This design comes from an exercise in tuning for small area on the open sky130 flow, not from production work.
Only simulation tests tie the RTL to the original design; equivalence was not proved.
Power figures rest on the tool's default switching activity, not on a simulated workload.

<file path="flow/config.mk">
export PLATFORM = sky130hd
export DESIGN_NAME = des_core
export DESIGN_NICKNAME = des_core
export VERILOG_FILES = /design/flow/design.v
export SDC_FILE = /design/flow/constraint.sdc
export NUM_CORES = 4
export LEC_CHECK = 0
export CAP_MARGIN = 20
export CORE_MARGIN = 2
export CORE_UTILIZATION = 40
export SLEW_MARGIN = 20
</file>
<file path="flow/constraint.sdc">
create_clock -name core_clock -period 5.5 [get_ports {clk}]
set_input_delay 1.1000 -clock core_clock [delete_from_list [all_inputs] [get_ports {clk}]]
set_output_delay 1.1000 -clock core_clock [all_outputs]
set_load 0.01 [all_outputs]
</file>
<file path="flow/design.v">
`timescale 1ns/1ps
package des_pkg;
  typedef enum logic [1:0] {IDLE, ROUND, DONE} ctrl_state_e;
  typedef enum logic {MODE_ENC, MODE_DEC} des_mode_e;
  typedef logic [1:64]  block_t;
  typedef logic [1:32]   half_t;
  typedef logic [1:48] subkey_t;
  typedef logic [5-1:0] round_t;
  localparam logic [511:0] IP_TAB_P = {
    256'h3a322a221a120a023c342c241c140c043e362e261e160e064038302820181008,
    256'h39312921191109013b332b231b130b033d352d251d150d053f372f271f170f07};
  function automatic int IP_AT(input int i);
    IP_AT = IP_TAB_P[(64 - i) * 8 +: 8];
  endfunction
  localparam logic [511:0] FP_TAB_P = {
    256'h280830103818402027072f0f37173f1f26062e0e36163e1e25052d0d35153d1d,
    256'h24042c0c34143c1c23032b0b33133b1b22022a0a32123a1a2101290931113919};
  function automatic int FP_AT(input int i);
    FP_AT = FP_TAB_P[(64 - i) * 8 +: 8];
  endfunction
  localparam logic [383:0] E_TAB_P = {
    256'h20010203040504050607080908090a0b0c0d0c0d0e0f10111011121314151415,
    128'h1617181918191a1b1c1d1c1d1e1f2001};
  function automatic int E_AT(input int i);
    E_AT = E_TAB_P[(48 - i) * 8 +: 8];
  endfunction
  localparam logic [255:0] P_TAB_P = {
    256'h100714151d0c1c11010f171a05121f0a0208180e201b0309130d1e06160b0419};
  function automatic int P_AT(input int i);
    P_AT = P_TAB_P[(32 - i) * 8 +: 8];
  endfunction
  localparam logic [447:0] PC1_TAB_P = {
    256'h39312921191109013a322a221a120a023b332b231b130b033c342c243f372f27,
    192'h1f170f073e362e261e160e063d352d251d150d051c140c04};
  function automatic int PC1_AT(input int i);
    PC1_AT = PC1_TAB_P[(56 - i) * 8 +: 8];
  endfunction
  localparam logic [383:0] PC2_TAB_P = {
    256'h0e110b180105031c0f06150a17130c041a0810071b140d0229341f252f371e28,
    128'h332d21302c31273822352e2a32241d20};
  function automatic int PC2_AT(input int i);
    PC2_AT = PC2_TAB_P[(48 - i) * 8 +: 8];
  endfunction
  localparam logic [2047:0] SBOX_TAB_P = {
    256'he4d12fb83a6c59070f74e2d1a6cb953841e8d62bfc973a50fc8249175b3ea06d,
    256'hf18e6b34972dc05a3d47f28ec01a69b50e7ba4d158c6932fd8a13f42b67c05e9,
    256'ha09e63f51dc7b428d709346a285ecbf1d6498f30b12c5ae71ad069874fe3b52c,
    256'h7de3069a1285bc4fd8b56f03472c1ae9a690cb7df13e52843f06a1d8945bc72e,
    256'h2c417ab6853fd0e9eb2c47d150fa3986421bad78f9c5630eb8c71e2d6f09a453,
    256'hc1af92680d34e75baf427c9561de0b389ef528c3704a1db6432c95fabe17608d,
    256'h4b2ef08d3c975a61d0b7491ae35c2f8614bdc37eaf6805926bd814a7950fe23c,
    256'hd2846fb1a93e50c71fd8a374c56b0e927b419ce206adf35821e74a8dfc90356b};
  function automatic logic [3:0] SBOX_AT(input int box, input logic [5:0] idx);
    SBOX_AT = SBOX_TAB_P[(511 - ((box - 1) * 64 + idx)) * 4 +: 4];
  endfunction
  localparam logic [31:0] SHIFT_TAB_P = 32'b01_01_10_10_10_10_10_10_01_10_10_10_10_10_10_01;
  function automatic logic [1:0] SHIFT_AT(input int i);
    SHIFT_AT = SHIFT_TAB_P[(16 - i) * 2 +: 2];
  endfunction
endpackage
`timescale 1ns/1ps
module des_ctrl (
  input  logic            clk,
  input  logic            rst,
  input  logic            start,
  output logic            load,
  output logic            round_en,
  output logic            busy,
  output logic            done,
  output des_pkg::round_t round
);
  des_pkg::ctrl_state_e state_q;
  des_pkg::round_t      round_q;
  assign load     = start && (state_q == des_pkg::IDLE);
  assign round_en = (state_q == des_pkg::ROUND);
  assign busy     = (state_q != des_pkg::IDLE);
  assign round    = round_q;
  always_ff @(posedge clk) begin
    if (rst) begin
      state_q <= des_pkg::IDLE;
      round_q <= '0;
      done    <= 1'b0;
    end else begin
      done <= 1'b0;
      case (state_q)
        des_pkg::IDLE: begin
          if (start) begin
            state_q <= des_pkg::ROUND;
            round_q <= des_pkg::round_t'(1);
          end
        end
        des_pkg::ROUND: begin
          if (round_q == 16) begin
            state_q <= des_pkg::DONE;
            round_q <= '0;
          end else begin
            round_q <= round_q + des_pkg::round_t'(1);
          end
        end
        des_pkg::DONE: begin
          state_q <= des_pkg::IDLE;
          done    <= 1'b1;
        end
        default: begin
          state_q <= des_pkg::IDLE;
        end
      endcase
    end
  end
endmodule
`timescale 1ns/1ps
module des_key_sched (
  input  logic             clk,
  input  logic             rst,
  input  logic             start,
  input  logic             load,
  input  logic             round_en,
  input  logic             decrypt,
  input  des_pkg::block_t  key_in,
  input  des_pkg::round_t  round,
  output des_pkg::subkey_t subkey
);
  logic [1:28]   c_q;
  logic [1:28]   d_q;
  logic [1:28]   c_nxt;
  logic [1:28]   d_nxt;
  logic [1:2*28] cd_nxt;
  logic                 rot_left;
  logic [1:0]           rot_n;
  des_pkg::des_mode_e   mode_q;
  function automatic logic [1:2*28] pc1(input logic [1:64] k);
    logic [1:2*28] y;
    for (int i = 1; i <= 2 * 28; i++) begin
      y[i] = k[des_pkg::PC1_AT(i)];
    end
    pc1 = y;
  endfunction
  function automatic logic [1:28] rotate(input logic [1:28] x,
                                                input logic left,
                                                input logic [1:0] n);
    logic [1:28] y;
    y = x;
    for (int k = 0; k < 2; k++) begin
      if (k < n) begin
        y = left ? {y[2:28], y[1]} : {y[28], y[1:28-1]};
      end
    end
    rotate = y;
  endfunction
  always_comb begin
    rot_left = (mode_q == des_pkg::MODE_ENC);
    rot_n    = 2'd0;
    if (round >= 1 && round <= 16) begin
      if (rot_left) begin
        rot_n = des_pkg::SHIFT_AT(round);
      end else if (round != 1) begin
        rot_n = des_pkg::SHIFT_AT(16 + 2 - round);
      end
    end
  end
  assign c_nxt  = rotate(c_q, rot_left, rot_n);
  assign d_nxt  = rotate(d_q, rot_left, rot_n);
  assign cd_nxt = {c_nxt, d_nxt};
  always_comb begin
    for (int i = 1; i <= 48; i++) begin
      subkey[i] = cd_nxt[des_pkg::PC2_AT(i)];
    end
  end
  always_ff @(posedge clk) begin
    if (rst) begin
      mode_q <= des_pkg::MODE_ENC;
    end else if (load) begin
      mode_q <= decrypt ? des_pkg::MODE_DEC : des_pkg::MODE_ENC;
    end
  end
  always_ff @(posedge clk) begin
    if (load) begin
      {c_q, d_q} <= pc1(key_in);
    end else if (round_en) begin
      c_q <= c_nxt;
      d_q <= d_nxt;
    end
  end
endmodule
`timescale 1ns/1ps
module des_round_f (
  input  des_pkg::half_t   right,
  input  des_pkg::subkey_t subkey,
  output des_pkg::half_t   f_out
);
  logic [1:48] x_mix;
  logic [1:32]   s_out;
  always_comb begin
    for (int i = 1; i <= 48; i++) begin
      x_mix[i] = right[des_pkg::E_AT(i)] ^ subkey[i];
    end
  end
  always_comb begin : sbox_lookup
    logic [5:0] grp;
    for (int s = 0; s < 8; s++) begin
      grp = x_mix[6*s+1 +: 6];
      s_out[4*s+1 +: 4] = des_pkg::SBOX_AT(s+1, {grp[5], grp[0], grp[4:1]});
    end
  end
  always_comb begin
    for (int i = 1; i <= 32; i++) begin
      f_out[i] = s_out[des_pkg::P_AT(i)];
    end
  end
endmodule
`timescale 1ns/1ps
module des_block_path (
  input  logic            clk,
  input  logic            rst,
  input  logic            load,
  input  logic            round_en,
  input  des_pkg::block_t block_in,
  input  des_pkg::half_t  f_out,
  output des_pkg::half_t  right,
  output des_pkg::block_t block_out
);
  des_pkg::half_t  l_q;
  des_pkg::half_t  r_q;
  des_pkg::block_t ip_blk;
  des_pkg::block_t pre_out;
  always_comb begin
    for (int i = 1; i <= 64; i++) begin
      ip_blk[i] = block_in[des_pkg::IP_AT(i)];
    end
  end
  always_ff @(posedge clk) begin
    if (rst) begin
      l_q <= '0;
      r_q <= '0;
    end else if (load) begin
      l_q <= ip_blk[1:32];
      r_q <= ip_blk[32+1:64];
    end else if (round_en) begin
      l_q <= r_q;
      r_q <= l_q ^ f_out;
    end
  end
  assign right = r_q;
  assign pre_out = {r_q, l_q};
  always_comb begin
    for (int i = 1; i <= 64; i++) begin
      block_out[i] = pre_out[des_pkg::FP_AT(i)];
    end
  end
endmodule
`timescale 1ns/1ps
module des_core (
  input  logic            clk,
  input  logic            rst,
  input  logic            start,
  input  logic            decrypt,
  input  des_pkg::block_t block_in,
  input  des_pkg::block_t key_in,
  output logic            busy,
  output logic            done,
  output des_pkg::block_t block_out
);
  logic             load;
  logic             round_en;
  des_pkg::round_t  round;
  des_pkg::subkey_t subkey;
  des_pkg::half_t   f_out;
  des_pkg::half_t   right;
  des_ctrl u_ctrl (
    .clk      (clk),
    .rst      (rst),
    .start    (start),
    .load     (load),
    .round_en (round_en),
    .busy     (busy),
    .done     (done),
    .round    (round)
  );
  des_key_sched u_key_sched (
    .clk      (clk),
    .rst      (rst),
    .start    (start),
    .load     (load),
    .round_en (round_en),
    .decrypt  (decrypt),
    .key_in   (key_in),
    .round    (round),
    .subkey   (subkey)
  );
  des_round_f u_round_f (
    .right  (right),
    .subkey (subkey),
    .f_out  (f_out)
  );
  des_block_path u_block_path (
    .clk       (clk),
    .rst       (rst),
    .load      (load),
    .round_en  (round_en),
    .block_in  (block_in),
    .f_out     (f_out),
    .right     (right),
    .block_out (block_out)
  );
endmodule
</file>
<file path="flow/run.sh">
#!/bin/bash
# synth_recipe.tcl (not shown) runs the flow's synth.tcl, then flattens the netlist and writes it again
# the make line also repeats each setting of config.mk as NAME=value (left out here)
make -C /OpenROAD-flow-scripts/flow DESIGN_CONFIG=/design/flow/config.mk WORK_HOME=/design/flow/orfs CLKGATE_MAP_FILE= SYNTH_SCRIPT=/design/flow/synth_recipe.tcl finish
</file>
==> summary.txt <==
## metrics by stage
stage                     instance area (um^2)  utilization, %  cells  total power [mW]  hold WS [ns]
after detailed placement                 19700            48.6   2916              10.4         0.478
after global placement                   19700            48.6   2916              10.4         0.471
after floorplan                          16400               -   2178              7.12         0.492
after CTS                                20400            50.1   2949              11.7         0.490
after global routing                     20700            51.0   2964              12.8         0.506
final                                    20700            51.0   2964              12.1         0.488
## final timing paths
path | from | endpoint | cells after the start
hold reg to reg | u_block_path.l_q[4] | u_block_path.l_q[4] | 2
hold / removal | u_block_path.l_q[4] | u_block_path.l_q[4] | 2
setup / recovery | u_ctrl.round_q[1] | u_block_path.r_q[22] | 20
setup reg to reg | u_ctrl.round_q[1] | u_block_path.r_q[22] | 20
## sequential cells by signal, summed over array words and instances, names as in the netlist
name                flops
u_block_path.r_q       32
u_ctrl.state_q          2
u_key_sched.d_q        28
u_block_path.l_q       32
u_key_sched.c_q        28
u_ctrl.done             1
u_key_sched.mode_q      1
u_ctrl.round_q          5
## what timing repair did
action,CTS,global route
pin swaps,1,10
hold buffers,0,0
endpoints found under the setup margin,3,29
resized for setup,4,52
setup buffers,0,14
gates cloned,1,0
## report_power, final
group	internal [mW]	switching, mW	total (mW)
clock network	0.648	0.539	1.19
logic	3.95	5.26	9.21
registers	1.22	0.451	1.67
## routing by layer
layer | wire length, um | GRT usage, %
met1 | 31700 | 48.1
met2 | 32600 | 52.1
met3 | 7700 | 7.60
met4 | 3890 | 16.3
met5 | 0 | 0
## placed cells by master (no fill, tap or decap), types with 62 or more instances in the layout
cell and count:
buf_4 225, nand2_1 197, clkdlybuf4s50_1 188, nor2_1 187
a21oi_1 177, o21ai_0 109, nor3_1 97, nand3_1 85
dfxtp_1 72, a211oi_1 69, ha_1 62
## synthesized netlist by cell type (11+ instances only)
| master | instances | area, um^2 |
|---|---|---|
| a211oi_1 | 73 | 548 |
| a21oi_1 | 178 | 891 |
| a221oi_1 | 17 | 149 |
| a22oi_1 | 47 | 353 |
| a311oi_1 | 24 | 210 |
| a31oi_1 | 26 | 163 |
| a32oi_1 | 22 | 193 |
| and2_1 | 16 | 100 |
| and3_1 | 21 | 131 |
| buf_1 | 17 | 63.8 |
| buf_2 | 52 | 260 |
| buf_4 | 20 | 150 |
| buf_6 | 12 | 135 |
| clkbuf_1 | 99 | 372 |
| dfxtp_1 | 73 | 1460 |
| edfxtp_1 | 56 | 1680 |
| ha_1 | 64 | 801 |
| inv_1 | 62 | 233 |
| mux2i_1 | 58 | 581 |
| mux4_2 | 14 | 315 |
| nand2_1 | 198 | 743 |
| nand2b_1 | 14 | 87.6 |
| nand3_1 | 85 | 425 |
| nand4_1 | 11 | 68.8 |
| nor2_1 | 194 | 728 |
| nor3_1 | 98 | 490 |
| nor4_1 | 19 | 119 |
| o2111ai_1 | 14 | 123 |
| o211ai_1 | 57 | 428 |
| o21a_1 | 11 | 82.6 |
| o21ai_0 | 111 | 556 |
| o221ai_1 | 19 | 166 |
| o22ai_1 | 25 | 156 |
| or3_1 | 38 | 238 |
| xnor2_1 | 43 | 377 |
| xor2_1 | 23 | 201 |
## critical path, stage by stage, from the launching register on
cell and delay [ns]:
dfxtp_1 0.33, inv_1 0.09, ha_1 0.47, and2b_1 0.23, nand2_1 0.08, xnor2_1 0.30, a21o_2 0.36, nand2_2 0.31
buf_4 0.26, nand2_1 0.06, nand3_1 0.08, a31o_2 0.37, xnor2_2 0.25, inv_1 0.18, ha_1 0.39, mux4_2 0.46
and2_0 0.18, o32ai_2 0.32, buf_4 0.18, xor2_1 0.15, a211oi_1 0.08
## cell type report
class	count	share of cell area (%)
clock inverter	14	0.676
antenna	1	0.0121
timing repair buffer	422	18.0
inverter	70	1.27
clock buffer	18	2.12
tap	532	3.21
sequential	129	15.2
multi-input combinational	1778	59.6
## kinds of logic (layout without fill, tap and decap cells)
group | Yosys count | after routing
buffers and inverters | 272 | 524
multiplexers | 84 | 84
AO/OA/AOI/OAI | 784 | 784
adder cells (fa/ha/maj) | 64 | 64
other | 0 | 1
AND/OR/NAND/NOR | 759 | 760
flip-flops | 129 | 129
XOR/XNOR | 86 | 86
==> impl_metrics.yaml <==
status:
  outcome: "complete, no violations"
sta:
  slew_violations: 0
  rsz0062_at_grt: "yes"
  hold_viol: 0
  worst_slack_ns: 0.195
  fin_crit_ns: 5.31
  min_period_over_period_pct: 96.5
  worstMarginPinSlew_ns: 0.976
  fin_worst_skew_ns: 0.0165
  setup_violations: 0
  fmax_mhz: 188
  tns_ns: 0
  slew_headroom_pct: 34.5
logic_synthesis:
  syn_nets: 2374
  synth_fa_ha_area_share_pct: 4.88
  yosys.area_share.simple_pct: 22.2
  avgSynthCellArea_um2: 7.54
  synth_top_family_by_area: "compound AO/OA/AOI/OAI gates"
  synth_seq_cells: 129
  synth_compound_area_share_pct: 34.2
  ys.flop_type: "dfxtp_1"
  syn_area_um2: 16400
  synth_xor_area_share_pct: 5.72
  synth.distinct_cells: 113
  synthCells: 2178
  synth_enable_flop_cells: 56
  ys_warn_count: 4
  synth_mux_area_share_pct: 6.29
  synthArstFlopShare_pct: 0
  synth_seq_area_share_pct: 19.1
floorplanning:
  die-area_um2: 42700
  die_h_um: 207
  fp-row-count: 74
  start_util_pct: 40.4
  core_um2: 40600
  die_w_um: 207
  ioPinCount: 198
grt:
  track_usage_pct: 35.0
  overflow: 0
  grt_pass1_vias: 17900
  grt_antenna_before_repair: 2
  grt_first_pass_wirelength_um: 113000
  grt_max_degree: 117
detailed_routing:
  drt_iter0_drc: 2682
  drc: 0
  first_pass_iters: 5
  antenna_left: 0
  routed_wl_um: 75900
  vias: 19400
  vias_per_cell: 6.55
  post_drt_wl_per_cell_um: 25.6
final_layout:
  area_delta_synth_final_pct: 26.3
  layout-drive-gt1-share_pct: 17.8
  fin_nets: 2614
  multi_input_area_um2: 12300
  regArea_um2: 3150
  nFillCells: 3988
power_and_ir_drop:
  peakVddDrop_uv: 274
  p_leak_nw: 7.69
  power_density_nw_per_um2: 582
run:
  drv_cap: 0
place:
  pre_cts_ws_ns: -0.0546
  gp_congestion: 0.995
  io_buffer_count: 189
  hpwl_um: 55600
worst_setup_path:
  path_max_fanout: 11
  start_kind: "register"
  critPathKind: "reg -> reg"
  worstSetupEndpointType: "register"
  cp.arrival_ns: 5.62
  reg2reg_slack_ns: 0.19
  required_ns: 5.81
clocking:
  cts.sinks: 129
  clkLatencyLatePin_ns: 0.47
  path_clk_slew_ns: 0.07
  cts_tree: "done"
  root_buffer: "clkbuf_16"
  h-tree-depth: 4
  cts_buffers: 17
  clock_path_buffers: 2
hold_path:
  min_path_type: "reg -> reg"

-- static timing again, ports no longer ideal --
The results above use ideal ports. As a check the final layout listed here was re-extracted and re-timed, cells and wires unchanged. Step 1 assumes that a clkbuf_16 drives the clock port and a buf_2 every other input. Step 2 adds t to the input delays and takes it off the output delays; t is the mean of the earliest and latest rising clock arrival at the registers after step 1. Input paths then give back, and output paths get back, about the clock's delay inside the block. Three values: ideal ports, drivers, drivers and shift; two values: the first two.
t, ns: 0.520
slack for setup (ns): 0.195 / 0.195 / 0.195
worst setup path after step 2: register to register
worst slew at a driven data input, ns: 0.10
After both steps this run still meets setup and hold. For this run, drivers alone change the setup slack by 0.000 ns; drivers and shift together by 0.000 ns.
